From an optimization exercise on the open Yosys and OpenROAD flow, aimed at small area, a short achievable clock period and few clock cycles per item; shortcuts taken in it are not production practice. No run shown here included a check of the RTL's function; only the layout flow was run.

## flow/design.v (module list and top-level ports; edited modules follow where they fit)
// module fta_add_align: 28 lines
// module fta_add_sum: 19 lines
// module fta_add_norm: 30 lines
// module fta_mul_pp: 1375 lines
// module fta_booth_enc: 30 lines
// module fta_mul_red: 109 lines
// module fta_div_sel: 16 lines
// module fta_div_sel3: 14 lines
// module fta_div_init: 14 lines
// module fta_div_row: 33 lines
// module fta_div_fin: 22 lines
// module fta_div_last: 39 lines
// module fp32_truncating_alu_top: 399 lines
module fp32_truncating_alu_top
(
   input  wire logic        clock,
   input  wire logic        reset,
   input  wire logic        req_tvalid,
   output logic             req_tready,
   input  wire logic [71:0] req_tdata,
   output logic             rsp_tvalid,
   input  wire logic        rsp_tready,
   output logic [39:0]      rsp_tdata
);
  // ...
==> flow/flow/run.sh <==
#!/bin/bash
# Standard layout, with timing repair aiming below the clock period: repair
# works on every path with less than SETUP_SLACK_MARGIN ns of slack.
set -euo pipefail
bash standard.sh SETUP_SLACK_MARGIN=7.5 finish > standard_flow.log 2>&1
==> flow/standard.sh <==
#!/bin/bash
# synth_recipe.tcl (not shown) runs the flow's synth.tcl, then flattens the netlist and writes it again
# the make line also repeats each setting of config.mk as NAME=value (left out here)
make -C /OpenROAD-flow-scripts/flow DESIGN_CONFIG=/design/flow/config.mk WORK_HOME=/design/flow/orfs CLKGATE_MAP_FILE= SYNTH_SCRIPT=/design/flow/synth_recipe.tcl "${@:-finish}"
==> flow/config.mk <==
export PLATFORM = sky130hd
export DESIGN_NAME = fp32_truncating_alu_top
export DESIGN_NICKNAME = fp32_truncating_alu_top
export VERILOG_FILES = /design/flow/design.v
export SDC_FILE = /design/flow/constraint.sdc
export NUM_CORES = 4
export LEC_CHECK = 0
export ABC_AREA = 1
export CAP_MARGIN = 20
export CORE_MARGIN = 2
export CORE_UTILIZATION = 40
export SLEW_MARGIN = 20
==> flow/constraint.sdc <==
create_clock -name core_clock -period 12.0 [get_ports {clock}]
set_input_delay 2.4000 -clock core_clock [delete_from_list [all_inputs] [get_ports {clock}]]
set_output_delay 2.4000 -clock core_clock [all_outputs]
set_load 0.01 [all_outputs]
==> flow_summary.yaml, run 1 <==
outcome:
  status: "finished clean"
synth:
  async_reset_ff_frac: 0
  yosysWarnings: 4
  synth_top_family_by_area: "adder cells"
timing:
  timing.final.crit_period_ns: 5.038
  fmaxAchievable_mhz: 198.5
  final.period_utilization: 0.4198
finish:
  final-seq-area_sq_mm: 0.02681
  bufAreaShareNonClock: 0.07857
  final_nets: 11180
  area_growth_pct: 22.68
  seq_share: 0.2619
  final-clk-cell-share: 0.03600
  final_cell_mix: "nand2_1 (1,578), inv_1 (1,289), edfxtp_1 (864)"
  buffers: 760
hold_path:
  whs_endpoint: "dg7[15]"
global_route:
  grt_pass1_wl_mm: 454.1
  grt.total_usage: 0.2928
  gr-total-overflow: 0
floorplan:
  initial_core_util: 0.4025
  dieArea_sq_mm: 0.2123
critical_path:
  setup.worst_path.start_class: "flip-flop"
  r2r-end: "out_r[9]"
  crit_family: "simple AND/OR/NAND/NOR gates"
==> module fp32_truncating_alu_top, before the edit <==
module fp32_truncating_alu_top
(
   input  wire logic        clock,
   input  wire logic        reset,
   input  wire logic        req_tvalid,
   output logic             req_tready,
   input  wire logic [71:0] req_tdata,
   output logic             rsp_tvalid,
   input  wire logic        rsp_tready,
   output logic [39:0]      rsp_tdata
);
   logic en;
   logic out_v, skid_v;
   logic [32:0] out_r, skid_r;
   assign en         = ~skid_v;
   assign req_tready = en;
   assign rsp_tvalid = out_v;
   assign rsp_tdata  = {7'd0, out_r};
   logic       v0;
   logic [1:0] op0;
   logic       as0, bs0;
   logic [7:0] ae0, be0;
   logic [22:0] am0, bm0;
   logic       ge0;      
   always_ff @(posedge clock) begin
      if (reset) v0 <= 1'b0;
      else if (en) v0 <= req_tvalid;
   end
   always_ff @(posedge clock) begin
      if (en) begin
         op0 <= req_tdata[1:0];
         as0 <= req_tdata[2];
         ae0 <= req_tdata[10:3];
         am0 <= req_tdata[33:11];
         bs0 <= req_tdata[34] ^ (req_tdata[1:0] == 2'd1);
         be0 <= req_tdata[42:35];
         bm0 <= req_tdata[65:43];
         ge0 <= req_tdata[33:11] >= req_tdata[65:43];
      end
   end
   logic isdiv0, ismul0, isadd0;
   assign isdiv0 = (op0 == 2'd3);
   assign ismul0 = (op0 == 2'd2);
   assign isadd0 = ~op0[1];
   logic [26:0] s_i, c_i;
   logic        qp_i, qn_i;
   fta_div_init u_init (.a_mantissa(am0), .b_mantissa(bm0), .ge(ge0), .s(s_i), .c(c_i), .pos(qp_i), .neg(qn_i));
   logic [9:0]  e_div;
   assign e_div = {2'b00, ae0} - {2'b00, be0} + 10'd127 - {9'd0, ~ge0};
   logic [26:0] st1_s2, st1_c2;
   logic        st1_p3, st1_n3;
   fta_div_row u_row2 (.s(s_i), .c(c_i), .b_mantissa(bm0), .pos(qp_i), .neg(qn_i),
                      .s_o(st1_s2), .c_o(st1_c2), .npos(st1_p3), .nneg(st1_n3));
   logic [26:0] st1_s3, st1_c3;
   logic        st1_p4, st1_n4;
   fta_div_row u_row3 (.s(st1_s2), .c(st1_c2), .b_mantissa(bm0), .pos(st1_p3), .neg(st1_n3),
                      .s_o(st1_s3), .c_o(st1_c3), .npos(st1_p4), .nneg(st1_n4));
   logic [26:0] st1_s4, st1_c4;
   logic        st1_p5, st1_n5;
   fta_div_row u_row4 (.s(st1_s3), .c(st1_c3), .b_mantissa(bm0), .pos(st1_p4), .neg(st1_n4),
                      .s_o(st1_s4), .c_o(st1_c4), .npos(st1_p5), .nneg(st1_n5));
   logic [94:0] m_v;
   logic [11:0] bone0, btwo0;    
   fta_booth_enc u_benc (.b({1'b1, bm0}), .bone(bone0), .btwo(btwo0));
   fta_mul_pp u_mul_pp (.a({1'b1, am0}), .b({1'b1, bm0}), .bone(bone0), .btwo(btwo0), .v(m_v));
   logic [9:0]  e_mul;
   assign e_mul = {2'b00, ae0} + {2'b00, be0} - 10'd127;
   logic [22:0] a_big;
   logic [23:0] a_sml;
   logic [7:0]  a_e;
   logic        a_sg, a_sub;
   fta_add_align u_align (.a_sign(as0), .a_exponent(ae0), .a_mantissa(am0),
                          .b_sign(bs0), .b_exponent(be0), .b_mantissa(bm0),
                          .big(a_big), .sml(a_sml), .e_big(a_e), .sg_big(a_sg), .eff_sub(a_sub));
   logic        v1;
   logic [1:0]  op1;
   logic [9:0]  e1;
   logic [26:0] s1, c1;
   logic [22:0] d1;
   logic        g1, ge1;
   logic        qp1, qn1;    
   logic [5:0] dg1;    
   logic [17:0] mx1;    
   always_ff @(posedge clock) begin
      if (reset) v1 <= 1'b0;
      else if (en) v1 <= v0;
   end
   always_ff @(posedge clock) begin
      if (en) begin
         op1 <= op0;
         s1  <= isdiv0 ? st1_s4 : ismul0 ? m_v[26:0] : {a_sub, 3'd0, a_big};
         c1  <= isdiv0 ? st1_c4 : ismul0 ? m_v[53:27] : {3'd0, a_sml};
         d1  <= ismul0 ? m_v[76:54] : bm0;
         e1  <= isdiv0 ? e_div : ismul0 ? e_mul : {2'b00, a_e};
         g1  <= isadd0 ? a_sg : (as0 ^ bs0);
         ge1 <= ge0;
         qp1 <= st1_p5;
         qn1 <= st1_n5;
         dg1 <= {{{qp_i, qn_i}, st1_p3, st1_n3}, st1_p4, st1_n4};
         mx1 <= m_v[94:77];
      end
   end
   logic [24:0] m_row0, m_row1;
   logic        m_cin;
   fta_mul_red u_mul_red (.v({mx1, d1, c1, s1}), .row0(m_row0), .row1(m_row1), .cin(m_cin));
   logic [24:0] a_mag;
   logic [4:0]  a_lz;
   fta_add_sum u_sum (.big(s1[22:0]), .sml(c1[23:0]), .eff_sub(s1[26]), .mag(a_mag), .lz(a_lz));
   logic isdiv1, ismul1;
   assign isdiv1 = (op1 == 2'd3);
   assign ismul1 = (op1 == 2'd2);
   logic [26:0] st2_s5, st2_c5;
   logic        st2_p6, st2_n6;
   fta_div_row u_row5 (.s(s1), .c(c1), .b_mantissa(d1), .pos(qp1), .neg(qn1),
                      .s_o(st2_s5), .c_o(st2_c5), .npos(st2_p6), .nneg(st2_n6));
   logic [26:0] st2_s6, st2_c6;
   logic        st2_p7, st2_n7;
   fta_div_row u_row6 (.s(st2_s5), .c(st2_c5), .b_mantissa(d1), .pos(st2_p6), .neg(st2_n6),
                      .s_o(st2_s6), .c_o(st2_c6), .npos(st2_p7), .nneg(st2_n7));
   logic [26:0] st2_s7, st2_c7;
   logic        st2_p8, st2_n8;
   fta_div_row u_row7 (.s(st2_s6), .c(st2_c6), .b_mantissa(d1), .pos(st2_p7), .neg(st2_n7),
                      .s_o(st2_s7), .c_o(st2_c7), .npos(st2_p8), .nneg(st2_n8));
   logic        v2;
   logic [1:0]  op2;
   logic [9:0]  e2;
   logic [26:0] s2, c2;
   logic [22:0] d2;
   logic        g2, ge2;
   logic        qp2, qn2;    
   logic [11:0] dg2;    
   always_ff @(posedge clock) begin
      if (reset) v2 <= 1'b0;
      else if (en) v2 <= v1;
   end
   always_ff @(posedge clock) begin
      if (en) begin
         op2 <= op1;
         s2  <= isdiv1 ? st2_s7 : ismul1 ? {1'b0, m_cin, m_row0} : {2'b0, a_mag};
         c2  <= isdiv1 ? st2_c7 : ismul1 ? {2'b0, m_row1} : {22'd0, a_lz};
         d2  <= d1;
         e2  <= e1;
         g2  <= g1;
         ge2 <= ge1;
         qp2 <= st2_p8;
         qn2 <= st2_n8;
         dg2 <= {{{dg1, qp1, qn1}, st2_p6, st2_n6}, st2_p7, st2_n7};
      end
   end
   logic [24:0] m_p;
   logic [22:0] m_mant;
   logic [9:0]  m_e;
   assign m_p    = s2[24:0] + c2[24:0] + {24'd0, s2[25]};
   assign m_mant = m_p[24] ? m_p[23:1] : m_p[22:0];
   assign m_e    = e2 + {9'd0, m_p[24]};
   logic [22:0] a_mant;
   logic [9:0]  a_eo;
   logic        a_sgo;
   fta_add_norm u_norm (.mag(s2[24:0]), .lz(c2[4:0]), .e_big(e2[7:0]), .sg_big(g2),
                        .mant(a_mant), .e(a_eo), .sg(a_sgo));
   logic isdiv2, ismul2;
   assign isdiv2 = (op2 == 2'd3);
   assign ismul2 = (op2 == 2'd2);
   logic [26:0] st3_s8, st3_c8;
   logic        st3_p9, st3_n9;
   fta_div_row u_row8 (.s(s2), .c(c2), .b_mantissa(d2), .pos(qp2), .neg(qn2),
                      .s_o(st3_s8), .c_o(st3_c8), .npos(st3_p9), .nneg(st3_n9));
   logic [26:0] st3_s9, st3_c9;
   logic        st3_p10, st3_n10;
   fta_div_row u_row9 (.s(st3_s8), .c(st3_c8), .b_mantissa(d2), .pos(st3_p9), .neg(st3_n9),
                      .s_o(st3_s9), .c_o(st3_c9), .npos(st3_p10), .nneg(st3_n10));
   logic [26:0] st3_s10, st3_c10;
   logic        st3_p11, st3_n11;
   fta_div_row u_row10 (.s(st3_s9), .c(st3_c9), .b_mantissa(d2), .pos(st3_p10), .neg(st3_n10),
                      .s_o(st3_s10), .c_o(st3_c10), .npos(st3_p11), .nneg(st3_n11));
   logic        v3;
   logic        dv3;     
   logic [8:0]  e3;      
   logic [26:0] s3, c3;
   logic [22:0] d3;
   logic        g3, ge3;
   logic        qp3, qn3;    
   logic [17:0] dg3;    
   logic [9:0]  e3_in;
   assign e3_in = isdiv2 ? e2 : ismul2 ? m_e : a_eo;
   always_ff @(posedge clock) begin
      if (reset) v3 <= 1'b0;
      else if (en) v3 <= v2;
   end
   always_ff @(posedge clock) begin
      if (en) begin
         dv3 <= (op2 == 2'd3);
         s3  <= st3_s10;
         c3  <= st3_c10;
         d3  <= isdiv2 ? d2 : ismul2 ? m_mant : a_mant;
         e3  <= {e3_in[9] | e3_in[8], e3_in[7:0]};
         g3  <= (isdiv2 | ismul2) ? g2 : a_sgo;
         ge3 <= ge2;
         qp3 <= st3_p11;
         qn3 <= st3_n11;
         dg3 <= {{{dg2, qp2, qn2}, st3_p9, st3_n9}, st3_p10, st3_n10};
      end
   end
   logic [26:0] st4_s11, st4_c11;
   logic        st4_p12, st4_n12;
   fta_div_row u_row11 (.s(s3), .c(c3), .b_mantissa(d3), .pos(qp3), .neg(qn3),
                      .s_o(st4_s11), .c_o(st4_c11), .npos(st4_p12), .nneg(st4_n12));
   logic [26:0] st4_s12, st4_c12;
   logic        st4_p13, st4_n13;
   fta_div_row u_row12 (.s(st4_s11), .c(st4_c11), .b_mantissa(d3), .pos(st4_p12), .neg(st4_n12),
                      .s_o(st4_s12), .c_o(st4_c12), .npos(st4_p13), .nneg(st4_n13));
   logic [26:0] st4_s13, st4_c13;
   logic        st4_p14, st4_n14;
   fta_div_row u_row13 (.s(st4_s12), .c(st4_c12), .b_mantissa(d3), .pos(st4_p13), .neg(st4_n13),
                      .s_o(st4_s13), .c_o(st4_c13), .npos(st4_p14), .nneg(st4_n14));
   logic        v4;
   logic        dv4;     
   logic [8:0]  e4;      
   logic [26:0] s4, c4;
   logic [22:0] d4;
   logic        g4, ge4;
   logic        qp4, qn4;    
   logic [23:0] dg4;    
   always_ff @(posedge clock) begin
      if (reset) v4 <= 1'b0;
      else if (en) v4 <= v3;
   end
   always_ff @(posedge clock) begin
      if (en) begin
         dv4 <= dv3;
         s4  <= st4_s13;
         c4  <= st4_c13;
         d4  <= d3;
         e4  <= e3;
         g4  <= g3;
         ge4 <= ge3;
         qp4 <= st4_p14;
         qn4 <= st4_n14;
         dg4 <= {{{dg3, qp3, qn3}, st4_p12, st4_n12}, st4_p13, st4_n13};
      end
   end
   logic [11:0] cv_p, cv_n;
   always_comb begin
      for (int i = 0; i < 12; i++) begin
         cv_p[i] = dg4[2*i+1];
         cv_n[i] = dg4[2*i];
      end
   end
   logic [12:0] cv;
   assign cv = {1'b1, cv_p} - {1'b0, cv_n};
   logic [26:0] st5_s14, st5_c14;
   logic        st5_p15, st5_n15;
   fta_div_row u_row14 (.s(s4), .c(c4), .b_mantissa(d4), .pos(qp4), .neg(qn4),
                      .s_o(st5_s14), .c_o(st5_c14), .npos(st5_p15), .nneg(st5_n15));
   logic [26:0] st5_s15, st5_c15;
   logic        st5_p16, st5_n16;
   fta_div_row u_row15 (.s(st5_s14), .c(st5_c14), .b_mantissa(d4), .pos(st5_p15), .neg(st5_n15),
                      .s_o(st5_s15), .c_o(st5_c15), .npos(st5_p16), .nneg(st5_n16));
   logic [26:0] st5_s16, st5_c16;
   logic        st5_p17, st5_n17;
   fta_div_row u_row16 (.s(st5_s15), .c(st5_c15), .b_mantissa(d4), .pos(st5_p16), .neg(st5_n16),
                      .s_o(st5_s16), .c_o(st5_c16), .npos(st5_p17), .nneg(st5_n17));
   logic        v5;
   logic        dv5;     
   logic [8:0]  e5;      
   logic [26:0] s5, c5;
   logic [22:0] d5;
   logic        g5, ge5;
   logic        qp5, qn5;    
   logic [12:0] bv5;    
   logic [5:0] dg5;    
   always_ff @(posedge clock) begin
      if (reset) v5 <= 1'b0;
      else if (en) v5 <= v4;
   end
   always_ff @(posedge clock) begin
      if (en) begin
         dv5 <= dv4;
         s5  <= st5_s16;
         c5  <= st5_c16;
         d5  <= d4;
         e5  <= e4;
         g5  <= g4;
         ge5 <= ge4;
         qp5 <= st5_p17;
         qn5 <= st5_n17;
         bv5 <= cv;
         dg5 <= {{{qp4, qn4}, st5_p15, st5_n15}, st5_p16, st5_n16};
      end
   end
   logic [26:0] st6_s17, st6_c17;
   logic        st6_p18, st6_n18;
   fta_div_row u_row17 (.s(s5), .c(c5), .b_mantissa(d5), .pos(qp5), .neg(qn5),
                      .s_o(st6_s17), .c_o(st6_c17), .npos(st6_p18), .nneg(st6_n18));
   logic [26:0] st6_s18, st6_c18;
   logic        st6_p19, st6_n19;
   fta_div_row u_row18 (.s(st6_s17), .c(st6_c17), .b_mantissa(d5), .pos(st6_p18), .neg(st6_n18),
                      .s_o(st6_s18), .c_o(st6_c18), .npos(st6_p19), .nneg(st6_n19));
   logic [26:0] st6_s19, st6_c19;
   logic        st6_p20, st6_n20;
   fta_div_row u_row19 (.s(st6_s18), .c(st6_c18), .b_mantissa(d5), .pos(st6_p19), .neg(st6_n19),
                      .s_o(st6_s19), .c_o(st6_c19), .npos(st6_p20), .nneg(st6_n20));
   logic        v6;
   logic        dv6;     
   logic [8:0]  e6;      
   logic [26:0] s6, c6;
   logic [22:0] d6;
   logic        g6, ge6;
   logic        qp6, qn6;    
   logic [12:0] bv6;    
   logic [11:0] dg6;    
   always_ff @(posedge clock) begin
      if (reset) v6 <= 1'b0;
      else if (en) v6 <= v5;
   end
   always_ff @(posedge clock) begin
      if (en) begin
         dv6 <= dv5;
         s6  <= st6_s19;
         c6  <= st6_c19;
         d6  <= d5;
         e6  <= e5;
         g6  <= g5;
         ge6 <= ge5;
         qp6 <= st6_p20;
         qn6 <= st6_n20;
         bv6 <= bv5;
         dg6 <= {{{dg5, qp5, qn5}, st6_p18, st6_n18}, st6_p19, st6_n19};
      end
   end
   logic [26:0] st7_s20, st7_c20;
   logic        st7_p21, st7_n21;
   fta_div_row u_row20 (.s(s6), .c(c6), .b_mantissa(d6), .pos(qp6), .neg(qn6),
                      .s_o(st7_s20), .c_o(st7_c20), .npos(st7_p21), .nneg(st7_n21));
   logic [26:0] st7_s21, st7_c21;
   logic        st7_p22, st7_n22;
   fta_div_row u_row21 (.s(st7_s20), .c(st7_c20), .b_mantissa(d6), .pos(st7_p21), .neg(st7_n21),
                      .s_o(st7_s21), .c_o(st7_c21), .npos(st7_p22), .nneg(st7_n22));
   logic [26:0] st7_s22, st7_c22;
   logic        st7_p23, st7_n23;
   fta_div_row u_row22 (.s(st7_s21), .c(st7_c21), .b_mantissa(d6), .pos(st7_p22), .neg(st7_n22),
                      .s_o(st7_s22), .c_o(st7_c22), .npos(st7_p23), .nneg(st7_n23));
   logic        v7;
   logic        dv7;     
   logic [8:0]  e7;      
   logic [26:0] s7, c7;
   logic [22:0] d7;
   logic        g7, ge7;
   logic        qp7, qn7;    
   logic [12:0] bv7;    
   logic [17:0] dg7;    
   always_ff @(posedge clock) begin
      if (reset) v7 <= 1'b0;
      else if (en) v7 <= v6;
   end
   always_ff @(posedge clock) begin
      if (en) begin
         dv7 <= dv6;
         s7  <= st7_s22;
         c7  <= st7_c22;
         d7  <= d6;
         e7  <= e6;
         g7  <= g6;
         ge7 <= ge6;
         qp7 <= st7_p23;
         qn7 <= st7_n23;
         bv7 <= bv6;
         dg7 <= {{{dg6, qp6, qn6}, st7_p21, st7_n21}, st7_p22, st7_n22};
      end
   end
   logic [8:0] qpv, qnv;
   always_comb begin
      for (int i = 0; i < 9; i++) begin
         qpv[i] = dg7[2*i+1];
         qnv[i] = dg7[2*i];
      end
   end
   logic [22:0] dv_mant;
   fta_div_last u_last (.s(s7), .c(c7), .b_mantissa(d7), .pos(qp7), .neg(qn7),
                        .tp({bv7, qpv, qp7}), .tn({13'd0, qnv, qn7}), .ge(ge7), .mant(dv_mant));
   logic [32:0] res;
   assign res = {e7[8], dv7 ? dv_mant : d7, e7[7:0], g7};
   logic pop;
   assign pop = out_v & rsp_tready;
   always_ff @(posedge clock) begin
      if (reset) begin
         out_v  <= 1'b0;
         skid_v <= 1'b0;
      end else begin
         if (~out_v | pop) out_v <= skid_v | (en & v7);
         if (skid_v) skid_v <= ~pop;
         else        skid_v <= en & v7 & out_v & ~pop;
      end
   end
   always_ff @(posedge clock) begin
      if (~out_v | pop) out_r <= skid_v ? skid_r : res;
      if (~skid_v) skid_r <= res;
   end
endmodule
==> run 2, diff against run 1 <==
--- a/flow/design.v
+++ b/flow/design.v
@@ -1706,45 +1706,6 @@
    assign q    = t[22:0] ^ (low & {23{w[26]}});
    assign mant = {q[22:1], q[0] & ge};
 endmodule
-module fta_div_last
-(
-   input  wire logic [26:0] s,
-   input  wire logic [26:0] c,
-   input  wire logic [22:0] b_mantissa,
-   input  wire logic        pos,       
-   input  wire logic        neg,
-   input  wire logic [22:0] tp,        
-   input  wire logic [22:0] tn,        
-   input  wire logic        ge,
-   output logic [22:0]      mant
-);
-   logic [26:0] s23, c23;
-   logic        p24, n24;
-   fta_div_row u_row (.s(s), .c(c), .b_mantissa(b_mantissa), .pos(pos), .neg(neg),
-                      .s_o(s23), .c_o(c23), .npos(p24), .nneg(n24));
-   logic [26:0] ys, yc, dd, w_p, w_z, w_n;
-   logic        r_neg;
-   assign ys  = {s23[25:0], 1'b0};
-   assign yc  = {c23[25:0], 1'b0};
-   assign dd  = {3'b001, b_mantissa, 1'b0};
-   assign w_p = ys + yc + ~dd + 27'd1;
-   assign w_z = ys + yc;
-   assign w_n = ys + yc + dd;
-   assign r_neg = (p24 & w_p[26]) | (n24 & w_n[26]) | (~p24 & ~n24 & w_z[26]);
-   logic [22:0] t, low, th;
-   logic        borrow, lsb;
-   logic [23:0] q;
-   assign t = tp - tn;
-   always_comb begin
-      low[0] = 1'b1;
-      for (int i = 1; i < 23; i++) low[i] = low[i-1] & ~t[i-1];
-   end
-   assign borrow = n24 | (~p24 & r_neg);
-   assign lsb    = (p24 | n24) ^ r_neg;
-   assign th     = t ^ (low & {23{borrow}});
-   assign q      = {th, lsb};
-   assign mant   = {q[22:1], q[0] & ge};
-endmodule
 `default_nettype wire
 `timescale 1ns / 1ps
 `default_nettype none
@@ -1805,10 +1766,6 @@
    logic        st1_p4, st1_n4;
    fta_div_row u_row3 (.s(st1_s2), .c(st1_c2), .b_mantissa(bm0), .pos(st1_p3), .neg(st1_n3),
                       .s_o(st1_s3), .c_o(st1_c3), .npos(st1_p4), .nneg(st1_n4));
-   logic [26:0] st1_s4, st1_c4;
-   logic        st1_p5, st1_n5;
-   fta_div_row u_row4 (.s(st1_s3), .c(st1_c3), .b_mantissa(bm0), .pos(st1_p4), .neg(st1_n4),
-                      .s_o(st1_s4), .c_o(st1_c4), .npos(st1_p5), .nneg(st1_n5));
    logic [94:0] m_v;
    logic [11:0] bone0, btwo0;    
    fta_booth_enc u_benc (.b({1'b1, bm0}), .bone(bone0), .btwo(btwo0));
@@ -1829,7 +1786,7 @@
    logic [22:0] d1;
    logic        g1, ge1;
    logic        qp1, qn1;    
-   logic [5:0] dg1;    
+   logic [3:0] dg1;    
    logic [17:0] mx1;    
    always_ff @(posedge clock) begin
       if (reset) v1 <= 1'b0;
@@ -1838,15 +1795,15 @@
    always_ff @(posedge clock) begin
       if (en) begin
          op1 <= op0;
-         s1  <= isdiv0 ? st1_s4 : ismul0 ? m_v[26:0] : {a_sub, 3'd0, a_big};
-         c1  <= isdiv0 ? st1_c4 : ismul0 ? m_v[53:27] : {3'd0, a_sml};
+         s1  <= isdiv0 ? st1_s3 : ismul0 ? m_v[26:0] : {a_sub, 3'd0, a_big};
+         c1  <= isdiv0 ? st1_c3 : ismul0 ? m_v[53:27] : {3'd0, a_sml};
          d1  <= ismul0 ? m_v[76:54] : bm0;
          e1  <= isdiv0 ? e_div : ismul0 ? e_mul : {2'b00, a_e};
          g1  <= isadd0 ? a_sg : (as0 ^ bs0);
          ge1 <= ge0;
-         qp1 <= st1_p5;
-         qn1 <= st1_n5;
-         dg1 <= {{{qp_i, qn_i}, st1_p3, st1_n3}, st1_p4, st1_n4};
+         qp1 <= st1_p4;
+         qn1 <= st1_n4;
+         dg1 <= {{qp_i, qn_i}, st1_p3, st1_n3};
          mx1 <= m_v[94:77];
       end
    end
@@ -1859,18 +1816,18 @@
    logic isdiv1, ismul1;
    assign isdiv1 = (op1 == 2'd3);
    assign ismul1 = (op1 == 2'd2);
+   logic [26:0] st2_s4, st2_c4;
+   logic        st2_p5, st2_n5;
+   fta_div_row u_row4 (.s(s1), .c(c1), .b_mantissa(d1), .pos(qp1), .neg(qn1),
+                      .s_o(st2_s4), .c_o(st2_c4), .npos(st2_p5), .nneg(st2_n5));
    logic [26:0] st2_s5, st2_c5;
    logic        st2_p6, st2_n6;
-   fta_div_row u_row5 (.s(s1), .c(c1), .b_mantissa(d1), .pos(qp1), .neg(qn1),
+   fta_div_row u_row5 (.s(st2_s4), .c(st2_c4), .b_mantissa(d1), .pos(st2_p5), .neg(st2_n5),
                       .s_o(st2_s5), .c_o(st2_c5), .npos(st2_p6), .nneg(st2_n6));
    logic [26:0] st2_s6, st2_c6;
    logic        st2_p7, st2_n7;
    fta_div_row u_row6 (.s(st2_s5), .c(st2_c5), .b_mantissa(d1), .pos(st2_p6), .neg(st2_n6),
                       .s_o(st2_s6), .c_o(st2_c6), .npos(st2_p7), .nneg(st2_n7));
-   logic [26:0] st2_s7, st2_c7;
-   logic        st2_p8, st2_n8;
-   fta_div_row u_row7 (.s(st2_s6), .c(st2_c6), .b_mantissa(d1), .pos(st2_p7), .neg(st2_n7),
-                      .s_o(st2_s7), .c_o(st2_c7), .npos(st2_p8), .nneg(st2_n8));
    logic        v2;
    logic [1:0]  op2;
    logic [9:0]  e2;
@@ -1878,7 +1835,7 @@
    logic [22:0] d2;
    logic        g2, ge2;
    logic        qp2, qn2;    
-   logic [11:0] dg2;    
+   logic [9:0] dg2;    
    always_ff @(posedge clock) begin
       if (reset) v2 <= 1'b0;
       else if (en) v2 <= v1;
@@ -1886,15 +1843,15 @@
    always_ff @(posedge clock) begin
       if (en) begin
          op2 <= op1;
-         s2  <= isdiv1 ? st2_s7 : ismul1 ? {1'b0, m_cin, m_row0} : {2'b0, a_mag};
-         c2  <= isdiv1 ? st2_c7 : ismul1 ? {2'b0, m_row1} : {22'd0, a_lz};
+         s2  <= isdiv1 ? st2_s6 : ismul1 ? {1'b0, m_cin, m_row0} : {2'b0, a_mag};
+         c2  <= isdiv1 ? st2_c6 : ismul1 ? {2'b0, m_row1} : {22'd0, a_lz};
          d2  <= d1;
          e2  <= e1;
          g2  <= g1;
          ge2 <= ge1;
-         qp2 <= st2_p8;
-         qn2 <= st2_n8;
-         dg2 <= {{{dg1, qp1, qn1}, st2_p6, st2_n6}, st2_p7, st2_n7};
+         qp2 <= st2_p7;
+         qn2 <= st2_n7;
+         dg2 <= {{{dg1, qp1, qn1}, st2_p5, st2_n5}, st2_p6, st2_n6};
       end
    end
    logic [24:0] m_p;
@@ -1911,18 +1868,18 @@
    logic isdiv2, ismul2;
    assign isdiv2 = (op2 == 2'd3);
    assign ismul2 = (op2 == 2'd2);
+   logic [26:0] st3_s7, st3_c7;
+   logic        st3_p8, st3_n8;
+   fta_div_row u_row7 (.s(s2), .c(c2), .b_mantissa(d2), .pos(qp2), .neg(qn2),
+                      .s_o(st3_s7), .c_o(st3_c7), .npos(st3_p8), .nneg(st3_n8));
    logic [26:0] st3_s8, st3_c8;
    logic        st3_p9, st3_n9;
-   fta_div_row u_row8 (.s(s2), .c(c2), .b_mantissa(d2), .pos(qp2), .neg(qn2),
+   fta_div_row u_row8 (.s(st3_s7), .c(st3_c7), .b_mantissa(d2), .pos(st3_p8), .neg(st3_n8),
                       .s_o(st3_s8), .c_o(st3_c8), .npos(st3_p9), .nneg(st3_n9));
    logic [26:0] st3_s9, st3_c9;
    logic        st3_p10, st3_n10;
    fta_div_row u_row9 (.s(st3_s8), .c(st3_c8), .b_mantissa(d2), .pos(st3_p9), .neg(st3_n9),
                       .s_o(st3_s9), .c_o(st3_c9), .npos(st3_p10), .nneg(st3_n10));
-   logic [26:0] st3_s10, st3_c10;
-   logic        st3_p11, st3_n11;
-   fta_div_row u_row10 (.s(st3_s9), .c(st3_c9), .b_mantissa(d2), .pos(st3_p10), .neg(st3_n10),
-                      .s_o(st3_s10), .c_o(st3_c10), .npos(st3_p11), .nneg(st3_n11));
    logic        v3;
    logic        dv3;     
    logic [8:0]  e3;      
@@ -1930,7 +1887,7 @@
    logic [22:0] d3;
    logic        g3, ge3;
    logic        qp3, qn3;    
-   logic [17:0] dg3;    
+   logic [15:0] dg3;    
    logic [9:0]  e3_in;
    assign e3_in = isdiv2 ? e2 : ismul2 ? m_e : a_eo;
    always_ff @(posedge clock) begin
@@ -1940,29 +1897,29 @@
    always_ff @(posedge clock) begin
       if (en) begin
          dv3 <= (op2 == 2'd3);
-         s3  <= st3_s10;
-         c3  <= st3_c10;
+         s3  <= st3_s9;
+         c3  <= st3_c9;
          d3  <= isdiv2 ? d2 : ismul2 ? m_mant : a_mant;
          e3  <= {e3_in[9] | e3_in[8], e3_in[7:0]};
          g3  <= (isdiv2 | ismul2) ? g2 : a_sgo;
          ge3 <= ge2;
-         qp3 <= st3_p11;
-         qn3 <= st3_n11;
-         dg3 <= {{{dg2, qp2, qn2}, st3_p9, st3_n9}, st3_p10, st3_n10};
+         qp3 <= st3_p10;
+         qn3 <= st3_n10;
+         dg3 <= {{{dg2, qp2, qn2}, st3_p8, st3_n8}, st3_p9, st3_n9};
       end
    end
+   logic [26:0] st4_s10, st4_c10;
+   logic        st4_p11, st4_n11;
+   fta_div_row u_row10 (.s(s3), .c(c3), .b_mantissa(d3), .pos(qp3), .neg(qn3),
+                      .s_o(st4_s10), .c_o(st4_c10), .npos(st4_p11), .nneg(st4_n11));
    logic [26:0] st4_s11, st4_c11;
    logic        st4_p12, st4_n12;
-   fta_div_row u_row11 (.s(s3), .c(c3), .b_mantissa(d3), .pos(qp3), .neg(qn3),
+   fta_div_row u_row11 (.s(st4_s10), .c(st4_c10), .b_mantissa(d3), .pos(st4_p11), .neg(st4_n11),
                       .s_o(st4_s11), .c_o(st4_c11), .npos(st4_p12), .nneg(st4_n12));
    logic [26:0] st4_s12, st4_c12;
    logic        st4_p13, st4_n13;
    fta_div_row u_row12 (.s(st4_s11), .c(st4_c11), .b_mantissa(d3), .pos(st4_p12), .neg(st4_n12),
                       .s_o(st4_s12), .c_o(st4_c12), .npos(st4_p13), .nneg(st4_n13));
-   logic [26:0] st4_s13, st4_c13;
-   logic        st4_p14, st4_n14;
-   fta_div_row u_row13 (.s(st4_s12), .c(st4_c12), .b_mantissa(d3), .pos(st4_p13), .neg(st4_n13),
-                      .s_o(st4_s13), .c_o(st4_c13), .npos(st4_p14), .nneg(st4_n14));
    logic        v4;
    logic        dv4;     
    logic [8:0]  e4;      
@@ -1970,7 +1927,7 @@
    logic [22:0] d4;
    logic        g4, ge4;
    logic        qp4, qn4;    
-   logic [23:0] dg4;    
+   logic [21:0] dg4;    
    always_ff @(posedge clock) begin
       if (reset) v4 <= 1'b0;
       else if (en) v4 <= v3;
@@ -1978,38 +1935,38 @@
    always_ff @(posedge clock) begin
       if (en) begin
          dv4 <= dv3;
-         s4  <= st4_s13;
-         c4  <= st4_c13;
+         s4  <= st4_s12;
+         c4  <= st4_c12;
          d4  <= d3;
          e4  <= e3;
          g4  <= g3;
          ge4 <= ge3;
-         qp4 <= st4_p14;
-         qn4 <= st4_n14;
-         dg4 <= {{{dg3, qp3, qn3}, st4_p12, st4_n12}, st4_p13, st4_n13};
+         qp4 <= st4_p13;
+         qn4 <= st4_n13;
+         dg4 <= {{{dg3, qp3, qn3}, st4_p11, st4_n11}, st4_p12, st4_n12};
       end
    end
-   logic [11:0] cv_p, cv_n;
+   logic [10:0] cv_p, cv_n;
    always_comb begin
-      for (int i = 0; i < 12; i++) begin
+      for (int i = 0; i < 11; i++) begin
          cv_p[i] = dg4[2*i+1];
          cv_n[i] = dg4[2*i];
       end
    end
-   logic [12:0] cv;
+   logic [11:0] cv;
    assign cv = {1'b1, cv_p} - {1'b0, cv_n};
+   logic [26:0] st5_s13, st5_c13;
+   logic        st5_p14, st5_n14;
+   fta_div_row u_row13 (.s(s4), .c(c4), .b_mantissa(d4), .pos(qp4), .neg(qn4),
+                      .s_o(st5_s13), .c_o(st5_c13), .npos(st5_p14), .nneg(st5_n14));
    logic [26:0] st5_s14, st5_c14;
    logic        st5_p15, st5_n15;
-   fta_div_row u_row14 (.s(s4), .c(c4), .b_mantissa(d4), .pos(qp4), .neg(qn4),
+   fta_div_row u_row14 (.s(st5_s13), .c(st5_c13), .b_mantissa(d4), .pos(st5_p14), .neg(st5_n14),
                       .s_o(st5_s14), .c_o(st5_c14), .npos(st5_p15), .nneg(st5_n15));
    logic [26:0] st5_s15, st5_c15;
    logic        st5_p16, st5_n16;
    fta_div_row u_row15 (.s(st5_s14), .c(st5_c14), .b_mantissa(d4), .pos(st5_p15), .neg(st5_n15),
                       .s_o(st5_s15), .c_o(st5_c15), .npos(st5_p16), .nneg(st5_n16));
-   logic [26:0] st5_s16, st5_c16;
-   logic        st5_p17, st5_n17;
-   fta_div_row u_row16 (.s(st5_s15), .c(st5_c15), .b_mantissa(d4), .pos(st5_p16), .neg(st5_n16),
-                      .s_o(st5_s16), .c_o(st5_c16), .npos(st5_p17), .nneg(st5_n17));
    logic        v5;
    logic        dv5;     
    logic [8:0]  e5;      
@@ -2017,7 +1974,7 @@
    logic [22:0] d5;
    logic        g5, ge5;
    logic        qp5, qn5;    
-   logic [12:0] bv5;    
+   logic [11:0] bv5;    
    logic [5:0] dg5;    
    always_ff @(posedge clock) begin
       if (reset) v5 <= 1'b0;
@@ -2026,30 +1983,30 @@
    always_ff @(posedge clock) begin
       if (en) begin
          dv5 <= dv4;
-         s5  <= st5_s16;
-         c5  <= st5_c16;
+         s5  <= st5_s15;
+         c5  <= st5_c15;
          d5  <= d4;
          e5  <= e4;
          g5  <= g4;
          ge5 <= ge4;
-         qp5 <= st5_p17;
-         qn5 <= st5_n17;
+         qp5 <= st5_p16;
+         qn5 <= st5_n16;
          bv5 <= cv;
-         dg5 <= {{{qp4, qn4}, st5_p15, st5_n15}, st5_p16, st5_n16};
+         dg5 <= {{{qp4, qn4}, st5_p14, st5_n14}, st5_p15, st5_n15};
       end
    end
+   logic [26:0] st6_s16, st6_c16;
+   logic        st6_p17, st6_n17;
+   fta_div_row u_row16 (.s(s5), .c(c5), .b_mantissa(d5), .pos(qp5), .neg(qn5),
+                      .s_o(st6_s16), .c_o(st6_c16), .npos(st6_p17), .nneg(st6_n17));
    logic [26:0] st6_s17, st6_c17;
    logic        st6_p18, st6_n18;
-   fta_div_row u_row17 (.s(s5), .c(c5), .b_mantissa(d5), .pos(qp5), .neg(qn5),
+   fta_div_row u_row17 (.s(st6_s16), .c(st6_c16), .b_mantissa(d5), .pos(st6_p17), .neg(st6_n17),
                       .s_o(st6_s17), .c_o(st6_c17), .npos(st6_p18), .nneg(st6_n18));
    logic [26:0] st6_s18, st6_c18;
    logic        st6_p19, st6_n19;
    fta_div_row u_row18 (.s(st6_s17), .c(st6_c17), .b_mantissa(d5), .pos(st6_p18), .neg(st6_n18),
                       .s_o(st6_s18), .c_o(st6_c18), .npos(st6_p19), .nneg(st6_n19));
-   logic [26:0] st6_s19, st6_c19;
-   logic        st6_p20, st6_n20;
-   fta_div_row u_row19 (.s(st6_s18), .c(st6_c18), .b_mantissa(d5), .pos(st6_p19), .neg(st6_n19),
-                      .s_o(st6_s19), .c_o(st6_c19), .npos(st6_p20), .nneg(st6_n20));
    logic        v6;
    logic        dv6;     
    logic [8:0]  e6;      
@@ -2057,7 +2014,7 @@
    logic [22:0] d6;
    logic        g6, ge6;
    logic        qp6, qn6;    
-   logic [12:0] bv6;    
+   logic [11:0] bv6;    
    logic [11:0] dg6;    
    always_ff @(posedge clock) begin
       if (reset) v6 <= 1'b0;
@@ -2066,30 +2023,30 @@
    always_ff @(posedge clock) begin
       if (en) begin
          dv6 <= dv5;
-         s6  <= st6_s19;
-         c6  <= st6_c19;
+         s6  <= st6_s18;
+         c6  <= st6_c18;
          d6  <= d5;
          e6  <= e5;
          g6  <= g5;
          ge6 <= ge5;
-         qp6 <= st6_p20;
-         qn6 <= st6_n20;
+         qp6 <= st6_p19;
+         qn6 <= st6_n19;
          bv6 <= bv5;
-         dg6 <= {{{dg5, qp5, qn5}, st6_p18, st6_n18}, st6_p19, st6_n19};
+         dg6 <= {{{dg5, qp5, qn5}, st6_p17, st6_n17}, st6_p18, st6_n18};
       end
    end
+   logic [26:0] st7_s19, st7_c19;
+   logic        st7_p20, st7_n20;
+   fta_div_row u_row19 (.s(s6), .c(c6), .b_mantissa(d6), .pos(qp6), .neg(qn6),
+                      .s_o(st7_s19), .c_o(st7_c19), .npos(st7_p20), .nneg(st7_n20));
    logic [26:0] st7_s20, st7_c20;
    logic        st7_p21, st7_n21;
-   fta_div_row u_row20 (.s(s6), .c(c6), .b_mantissa(d6), .pos(qp6), .neg(qn6),
+   fta_div_row u_row20 (.s(st7_s19), .c(st7_c19), .b_mantissa(d6), .pos(st7_p20), .neg(st7_n20),
                       .s_o(st7_s20), .c_o(st7_c20), .npos(st7_p21), .nneg(st7_n21));
    logic [26:0] st7_s21, st7_c21;
    logic        st7_p22, st7_n22;
    fta_div_row u_row21 (.s(st7_s20), .c(st7_c20), .b_mantissa(d6), .pos(st7_p21), .neg(st7_n21),
                       .s_o(st7_s21), .c_o(st7_c21), .npos(st7_p22), .nneg(st7_n22));
-   logic [26:0] st7_s22, st7_c22;
-   logic        st7_p23, st7_n23;
-   fta_div_row u_row22 (.s(st7_s21), .c(st7_c21), .b_mantissa(d6), .pos(st7_p22), .neg(st7_n22),
-                      .s_o(st7_s22), .c_o(st7_c22), .npos(st7_p23), .nneg(st7_n23));
    logic        v7;
    logic        dv7;     
    logic [8:0]  e7;      
@@ -2097,7 +2054,7 @@
    logic [22:0] d7;
    logic        g7, ge7;
    logic        qp7, qn7;    
-   logic [12:0] bv7;    
+   logic [11:0] bv7;    
    logic [17:0] dg7;    
    always_ff @(posedge clock) begin
       if (reset) v7 <= 1'b0;
@@ -2106,30 +2063,69 @@
    always_ff @(posedge clock) begin
       if (en) begin
          dv7 <= dv6;
-         s7  <= st7_s22;
-         c7  <= st7_c22;
+         s7  <= st7_s21;
+         c7  <= st7_c21;
          d7  <= d6;
          e7  <= e6;
          g7  <= g6;
          ge7 <= ge6;
-         qp7 <= st7_p23;
-         qn7 <= st7_n23;
+         qp7 <= st7_p22;
+         qn7 <= st7_n22;
          bv7 <= bv6;
-         dg7 <= {{{dg6, qp6, qn6}, st7_p21, st7_n21}, st7_p22, st7_n22};
+         dg7 <= {{{dg6, qp6, qn6}, st7_p20, st7_n20}, st7_p21, st7_n21};
       end
    end
-   logic [8:0] qpv, qnv;
+   logic [26:0] st8_s22, st8_c22;
+   logic        st8_p23, st8_n23;
+   fta_div_row u_row22 (.s(s7), .c(c7), .b_mantissa(d7), .pos(qp7), .neg(qn7),
+                      .s_o(st8_s22), .c_o(st8_c22), .npos(st8_p23), .nneg(st8_n23));
+   logic [26:0] st8_s23, st8_c23;
+   logic        st8_p24, st8_n24;
+   fta_div_row u_row23 (.s(st8_s22), .c(st8_c22), .b_mantissa(d7), .pos(st8_p23), .neg(st8_n23),
+                      .s_o(st8_s23), .c_o(st8_c23), .npos(st8_p24), .nneg(st8_n24));
+   logic [26:0] st8_s24, st8_c24;
+   logic        st8_p25, st8_n25;
+   fta_div_row u_row24 (.s(st8_s23), .c(st8_c23), .b_mantissa(d7), .pos(st8_p24), .neg(st8_n24),
+                      .s_o(st8_s24), .c_o(st8_c24), .npos(st8_p25), .nneg(st8_n25));
+   logic        v8;
+   logic        dv8;     
+   logic [8:0]  e8;      
+   logic [26:0] s8, c8;
+   logic [22:0] d8;
+   logic        g8, ge8;
+   logic        qp8, qn8;    
+   logic [11:0] bv8;    
+   logic [23:0] dg8;    
+   always_ff @(posedge clock) begin
+      if (reset) v8 <= 1'b0;
+      else if (en) v8 <= v7;
+   end
+   always_ff @(posedge clock) begin
+      if (en) begin
+         dv8 <= dv7;
+         s8  <= st8_s24;
+         c8  <= st8_c24;
+         d8  <= d7;
+         e8  <= e7;
+         g8  <= g7;
+         ge8 <= ge7;
+         qp8 <= st8_p25;
+         qn8 <= st8_n25;
+         bv8 <= bv7;
+         dg8 <= {{{dg7, qp7, qn7}, st8_p23, st8_n23}, st8_p24, st8_n24};
+      end
+   end
+   logic [11:0] qpv, qnv;
    always_comb begin
-      for (int i = 0; i < 9; i++) begin
-         qpv[i] = dg7[2*i+1];
-         qnv[i] = dg7[2*i];
+      for (int i = 0; i < 12; i++) begin
+         qpv[i] = dg8[2*i+1];
+         qnv[i] = dg8[2*i];
       end
    end
    logic [22:0] dv_mant;
-   fta_div_last u_last (.s(s7), .c(c7), .b_mantissa(d7), .pos(qp7), .neg(qn7),
-                        .tp({bv7, qpv, qp7}), .tn({13'd0, qnv, qn7}), .ge(ge7), .mant(dv_mant));
+   fta_div_fin u_fin (.s(s8), .c(c8), .tp({bv8, qpv}), .tn({12'd0, qnv}), .ge(ge8), .mant(dv_mant));
    logic [32:0] res;
-   assign res = {e7[8], dv7 ? dv_mant : d7, e7[7:0], g7};
+   assign res = {e8[8], dv8 ? dv_mant : d8, e8[7:0], g8};
    logic pop;
    assign pop = out_v & rsp_tready;
    always_ff @(posedge clock) begin
@@ -2137,9 +2133,9 @@
          out_v  <= 1'b0;
          skid_v <= 1'b0;
       end else begin
-         if (~out_v | pop) out_v <= skid_v | (en & v7);
+         if (~out_v | pop) out_v <= skid_v | (en & v8);
          if (skid_v) skid_v <= ~pop;
-         else        skid_v <= en & v7 & out_v & ~pop;
+         else        skid_v <= en & v8 & out_v & ~pop;
       end
    end
    always_ff @(posedge clock) begin
==> flow_summary.yaml, run 2 <==
outcome:
  status: "finished clean"
timing:
  final.period_utilization: 0.3961
  finClkSkew_ns: 0.06115
  timing.slew.headroom: 0.3062
  rsz0062_at_grt: "yes"
  fmaxAchievable_mhz: 210.4
  hold_viol_final: 0
  setup_viol: 0
  timing.final.crit_period_ns: 4.753
  tightest_slew_ns: 1.032
  slew_violations: 0
  tns_ns: 0
finish:
  instances_no_fill: 12376
  final_cell_mix: "nand2_1 (1,442), inv_1 (1,192), edfxtp_1 (974)"
  final_cell_area_sq_mm: 0.1033
  layout_commonest_cell: "nand2_1"
  final_nets: 10973
  drive_above_1_share: 0.1660
  fillerInstances: 19351
  area_growth_pct: 21.01
  reg_top3: "out_r (33), skid_r (33)"
hold_path:
  min_from: "dg6[0]"
  hold_class: "reg2reg"
floorplan:
  io_pins: 118
  coreArea_sq_mm: 0.2121
  rows: 169
  dieArea_sq_mm: 0.2171
  die_x_microns: 465.9
  die_h_microns: 465.9
  initial_core_util: 0.4024
synth:
  avgSynthCellArea_sq_um: 9.556
  synth_ff_type: "edfxtp_1"
  synth.area.top_cells: "edfxtp_1 (34%), fa_1 (19%), ha_1 (9.2%)"
  async_reset_ff_frac: 0
  syn_inst: 8931
  syn-cell-area_sq_mm: 0.08534
  synth_commonest_cells: "nand2_1 (1,526), inv_1 (1,314), edfxtp_1 (974), fa_1 (820), o21ai_0 (744)"
  synth_area_leader_cell: "edfxtp_1"
  synth-seq-cells: 1018
  ys_seq_area_frac: 0.3530
  yosysWarnings: 4
  yosysMostFrequentCell: "nand2_1"
  ys_types: 70
  synth_top_area_frac: 0.3427
  synth_edf_count: 974
critical_path:
  crit_fanout: 5
  slowest_stage: "edfxtp_1"
  crit_family: "adder cells"
  critPathBufInv: 6
  crit_arrival_ns: 5.24
  crit_cells: 24
  critPathKind: "reg2reg"
  startpoint: "c2[22]"
  cp-endpoint: "qn3"
  r2r_setup_slack_ns: 7.25
  critPathMaxStageDelay_ns: 0.48
  r2r-end: "qn3"
  r2r_cells: 24
  setup.worst_path.start_class: "flip-flop"
  worstPathRequired_ns: 12.49
  path_cells: "inv_2 > fa_1 > buf_4 > ha_1 > nand2_1 > nor3_2 > o21ai_2 > nand3_4 > buf_12 > clkinvlp_4 > nand2_2 > o21ai_2 > fa_2 > inv_4 > fa_1 > ha_2 > a21oi_2 > o21bai_2 > xnor2_1 > xnor2_1 > inv_1 > nor2_2 > o21ai_1 > nand2_1"
  critPathCaptureType: "flip-flop"
  r2r_start: "c2[22]"
routing:
  via_count: 67949
  first_pass_iters: 8
  viasPerCell: 5.490
  wl_per_cell_microns: 24.51
  drt_iter0_drc: 6628
  routed_wirelength_mm: 303.3
  ant_nets: 0
  drc: 0
clock_tree:
  cts_tree: "done"
  htree_num_levels: 3
  cts_buffers: 112
  cts_hold_buf: 0
  cts-root-buf: "clkbuf_16"
  clock_latency_ns: 0.79
  cts.sinks: 1018
  path_clk_slew_ns: 0.06
  cts.path.max_buffers: 3
global_route:
  grt.total_usage: 0.2706
  antenna_found_initial: 15
  grt_pass1_vias: 67965
  gr-total-overflow: 0
  grt_pass1_wl_mm: 436.2
  grt_start_max_net_pins: 153
place:
  io_buffers: 104
  place_inst: 11631
  place_congestion: 0.9923
  placed_cell_area_sq_mm: 0.08956
  dp_hpwl_mm: 206.6
job:
  max_cap_viol_count: 0
-- run 2: cell families (layout without fill, tap and decap cells) --
group,after synthesis,in the layout,share of synthesized area
simple gates,2556,2567,0.1233
flops,1018,1018,0.3530
mux,7,7,0.0008211
other cells,1,14,0.00004394
buf+inv,1731,2328,0.07832
fa+ha+maj,1446,1446,0.2841
compound gates,1697,1700,0.1113
xor+xnor,475,475,0.04901
-- run 2: how the worst min path moves through the flow --
stage | cells past startpoint | to
global placement | 0 | bv8[3]
finish | 0 | dg7[6]
CTS | 0 | dg7[6]
global route | 0 | dg7[6]
floorplan | 0 | bv6[0]
detailed placement | 0 | bv8[4]
-- run 2: metal layers --
| layer | vias up | GRT usage | wire length [microns] |
|---|---|---|---|
| met5 | - | 0 | 77 |
| met4 | 12 | 0.2109 | 29970 |
| met3 | 1237 | 0.05160 | 22150 |
| met2 | 3130 | 0.4625 | 146500 |
| met1 | 32926 | 0.2957 | 104600 |
| li1 | 30644 | - | - |
-- run 2: area by class of cell --
class / instances / area [sq um] / area share
Multi-Input combinational cell: 6202 / 51990 / 0.5035
Sequential cell: 1018 / 30130 / 0.2918
Timing Repair Buffer: 738 / 8177 / 0.07917
Inverter: 1366 / 5468 / 0.05294
Tap cell: 2821 / 3530 / 0.03418
Clock buffer: 133 / 2965 / 0.02871
Clock inverter: 78 / 878.3 / 0.008505
Timing Repair inverter: 13 / 113.9 / 0.001103
Antenna cell: 7 / 17.52 / 0.0001696
-- run 2: metrics by stage --
stage	worst slack (ns)	hold WS, ns	util
after floorplan	6.818	0.4003	-
after global placement	6.131	0.4010	0.4222
after detailed placement	6.113	0.4045	0.4223
after CTS	7.311	0.3924	0.4670
after global routing	7.071	0.3989	0.4869
final	7.247	0.3793	0.4869
-- run 2: repair_timing --
item                                    4_1_cts  5_1_grt
endpoints found under the setup margin      575      430
buffers inserted                            285      172
resized for setup                           600      652
hold endpoints to repair                      0        0
pin swaps                                   181      321
gates cloned                                 53       16

==> re-timing with driven ports <==
The flow's constraints put no driver on any port. The routed layouts listed below were extracted and timed again, unchanged, in two steps.
Step 1, drivers: a clkbuf_16 drives clock and a buf_2 each remaining input, both assumed.
Step 2 times the ports against the registers' clock, not the clock port: input delays grow and output delays shrink by t, the midpoint of the rising clock arrivals with the driver on.
Three values: ideal ports, drivers, drivers and shift; two values: the first two.
| run | t (ns) | slack for setup (ns) | worst register clock-pin slew, ns | worst data-port slew with drivers (ns) | pins driven straight from the clock port |
|---|---|---|---|---|---|
| run 1 | 0.849 | 6.962 / 6.962 / 6.962 | 0.07 / 0.07 | 0.11 | 1 |
| run 2 | 0.843 | 7.247 / 7.247 / 7.247 | 0.07 / 0.07 | 0.10 | 1 |
After both steps every run listed still meets setup and hold.
